Background: an optimization exercise with open tools, aiming at small area and few clock cycles per item. Do not read the settings as production practice.
Where RTL was checked, it was by simulation tests only, not by an equivalence proof against the original.
Power is estimated from default activity; no workload was simulated.

## run a
==> flow/design.v <==
package mmio_csr_pkg;
    typedef logic [16-1:0] csr_len_t;
    typedef logic [15:0] done_cnt_t;
    typedef struct packed {
        logic [24-1:0] src;
        logic [24-1:0] dst;
        csr_len_t                    len;
    } desc_view_t;
    typedef struct packed {
        logic [64-3:0] rsvd;
        logic                   clr;
        logic                   start;
    } ctrl_view_t;
    typedef union packed {
        desc_view_t desc;
        ctrl_view_t ctrl;
    } csr_word_u;
endpackage
package mem_chan_pkg;
    typedef logic [64-1:0] mem_word_t;
    typedef logic [24-1:0] host_addr_t;
    typedef logic [24-1:0] lmem_addr_t;
    typedef logic [$clog2(3):0] slot_cnt_t;
endpackage
`timescale 1ns/100ps
module asp_top (
    input  logic                          pclk,
    input  logic                          rst,
    input  logic [8-1:0]    paddr,
    input  logic                          psel,
    input  logic                          penable,
    input  logic                          pwrite,
    input  logic [64-1:0]        pwdata,
    output logic [64-1:0]        prdata,
    output logic                          pready,
    output logic                          pslverr,
    output mem_chan_pkg::host_addr_t      host_address,
    output logic                          host_read,
    input  logic                          host_waitrequest,
    input  mem_chan_pkg::mem_word_t       host_readdata,
    input  logic                          host_readdatavalid,
    output mem_chan_pkg::lmem_addr_t      lmem_address,
    output logic                          lmem_write,
    output mem_chan_pkg::mem_word_t       lmem_writedata,
    input  logic                          lmem_waitrequest,
    output logic                          job_done
);
    localparam int D   = 3;    
    localparam int CW  = $clog2(D + 1);
    logic [23:0] desc_src;
    logic [23:0] desc_dst;
    logic [15:0] desc_len;
    logic        desc_ok;      
    logic        busy;
    logic        error;
    logic [15:0] done_cnt;
    logic [23:0] rd_addr;
    logic [15:0] rd_left;
    logic [23:0] wr_addr;
    logic [CW-1:0] pend;       
    logic [CW-1:0] held;       
    logic [D-1:0]  wp;         
    logic [D-1:0]  rp;         
    logic [63:0] buf_q [D];
    logic access, hit_desc, hit_ctrl, hit_status;
    logic wr_desc, wr_ctrl, start, clr;
    assign access     = psel && penable;
    assign hit_desc   = (paddr == 8'h00);
    assign hit_ctrl   = (paddr == 8'h08);
    assign hit_status = (paddr == 8'h10);
    assign wr_desc    = access && pwrite && hit_desc;
    assign wr_ctrl    = access && pwrite && hit_ctrl;
    assign clr        = wr_ctrl && pwdata[1];
    assign start      = wr_ctrl && pwdata[0] && !busy && desc_ok && (desc_len != 16'd0);
    assign pready  = access;
    assign pslverr = access && (!(hit_desc || hit_ctrl || hit_status) || (pwrite && hit_status));
    always_comb begin
        prdata = '0;
        if (hit_desc && desc_ok) prdata = {desc_src, desc_dst, desc_len};
        else if (hit_status)     prdata = {32'b0, done_cnt, 14'b0, error, busy};
    end
    logic held_any, wr_acc, rd_acc, push, pop, last;
    assign held_any       = (held != '0);
    assign lmem_write     = busy && (held_any || host_readdatavalid);
    always_comb begin
        lmem_writedata = held_any ? 64'd0 : host_readdata;
        for (int i = 0; i < D; i++)
            if (held_any && rp[i]) lmem_writedata = lmem_writedata | buf_q[i];
    end
    assign lmem_address   = wr_addr;
    assign wr_acc         = lmem_write && !lmem_waitrequest;
    assign push           = busy && host_readdatavalid && (held_any || lmem_waitrequest);
    assign pop            = held_any && !lmem_waitrequest;
    assign last           = wr_acc && (rd_left == 16'd0) && (pend == CW'(1));
    assign host_read    = busy && (rd_left != 16'd0) && ((pend != CW'(D)) || wr_acc);
    assign host_address = rd_addr;
    assign rd_acc       = host_read && !host_waitrequest;
    always_ff @(posedge pclk) begin
        for (int i = 0; i < D; i++)
            if (push && wp[i]) buf_q[i] <= host_readdata;
    end
    always_ff @(posedge pclk) begin
        if (wr_desc) begin
            desc_src <= pwdata[63:40];
            desc_dst <= pwdata[39:16];
            desc_len <= pwdata[15:0];
        end
    end
    always_ff @(posedge pclk) begin
        if (start) begin
            rd_addr <= desc_src;
            rd_left <= desc_len;
            wr_addr <= desc_dst;
        end else begin
            rd_addr <= rd_addr + 24'(rd_acc);
            rd_left <= rd_left - 16'(rd_acc);
            wr_addr <= wr_addr + 24'(wr_acc);
        end
    end
    always_ff @(posedge pclk) begin
        if (rst) begin
            desc_ok  <= 1'b0;
            busy     <= 1'b0;
            error    <= 1'b0;
            done_cnt <= '0;
            job_done <= 1'b0;
            pend     <= '0;
            held     <= '0;
            wp       <= D'(1);
            rp       <= D'(1);
        end else begin
            job_done <= last;
            if (wr_desc) desc_ok <= 1'b1;
            if (last) begin
                busy     <= 1'b0;
                done_cnt <= done_cnt + 1'b1;
            end
            if (clr) begin
                error    <= 1'b0;
                done_cnt <= '0;
            end
            if (start)                     busy  <= 1'b1;
            else if (wr_ctrl && pwdata[0]) error <= 1'b1;
            pend <= pend + CW'(rd_acc) - CW'(wr_acc);
            held <= held + CW'(push) - CW'(pop);
            if (push) wp <= {wp[D-2:0], wp[D-1]};
            if (pop)  rp <= {rp[D-2:0], rp[D-1]};
        end
    end
endmodule
clock: 5.0 ns
lec_check: 0
cap_margin: 20
core_margin: 2
core_utilization: 60
slew_margin: 20
standard.sh (not shown) runs the stock make flow with config.mk's settings and CLKGATE_MAP_FILE= SYNTH_SCRIPT=/design/flow/synth_recipe.tcl, a recipe that flattens the netlist after the stock synthesis.
==> flow/flow/run.sh <==
#!/bin/bash
# Standard ORFS layout with two changes to how it is built:
#  - each port gets a sky130 buf_1 as its port buffer instead of the
#    default delay-cell buffer
#  - the clock tree is built from small clock buffers without dummy loads
set -euo pipefail
export BUFFER_PORTS_ARGS="-buffer_cell sky130_fd_sc_hd__buf_1"
export CTS_ARGS="-sink_clustering_enable -repair_clock_nets -dont_use_dummy_load -buf_list {sky130_fd_sc_hd__clkbuf_8} -sink_clustering_size 20 -sink_clustering_max_diameter 60"
bash standard.sh finish > standard_flow.log 2>&1
Run a finished every step from synthesis to the final layout, and the layout passed the timing, DRC and antenna checks.
Testbench counts of run a, summed over its fixed seeds: cycles 21,085, words 10,274.
Here is what was changed in the inputs of run b compared with run a.
--- a/flow/design.v
+++ b/flow/design.v
@@ -20,7 +20,7 @@
     typedef logic [64-1:0] mem_word_t;
     typedef logic [24-1:0] host_addr_t;
     typedef logic [24-1:0] lmem_addr_t;
-    typedef logic [$clog2(3):0] slot_cnt_t;
+    typedef logic [$clog2(4):0] slot_cnt_t;
 endpackage
 `timescale 1ns/100ps
 module asp_top (
@@ -45,7 +45,7 @@
     input  logic                          lmem_waitrequest,
     output logic                          job_done
 );
-    localparam int D   = 3;    
+    localparam int D   = 4;    
     localparam int CW  = $clog2(D + 1);
     logic [23:0] desc_src;
     logic [23:0] desc_dst;
- Looking only at global-route usage, and setting everything else aside, the higher value of run b and run a goes to run b.
- After detailed routing, run a needs less wire than run b.
- Diff run a -> run b: layout-stage area growth over the synthesis result moved down; area of all placed cells without fillers went up; first-iteration DRC count rose 275; gate count of the mapped netlist increased by 16% relative to the old numbers.
- Per the comparison of run b with run a, combinational share of power up 17 points, clock share of power down 5.4 points, final cell count up 244, via count up about 22%, sequential share of power down 12 points.
Function not checked in run b: the RTL went through the layout flow alone.

-- port drivers added, routing unchanged --
The results above use ideal ports. As a check the final layouts listed here were re-extracted and re-timed, cells and wires unchanged.
Step 1 (the two cells are an assumption about what drives the block):
set clk [get_ports {pclk}]
set_driving_cell -lib_cell sky130_fd_sc_hd__clkbuf_16 $clk
set_driving_cell -lib_cell sky130_fd_sc_hd__buf_2 [delete_from_list [all_inputs] $clk]
Step 2 times the ports against the registers' clock, not the clock port: input delays grow and output delays shrink by t, the midpoint of the rising clock arrivals with the driver on.
Three values: ideal, step 1, step 2; two values: the first two.
run | t, ns | slack for setup (ns) | worst register clock-pin slew, ns
run a | 0.603 | 0.892 / 0.870 / 0.686 | 0.12 / 0.12
run b | 0.578 | 1.087 / 1.038 / 1.095 | 0.12 / 0.12
After both steps every run listed still meets setup and hold. For run a, which loses most, drivers alone change the setup slack by -0.022 ns; drivers and shift together by -0.206 ns.
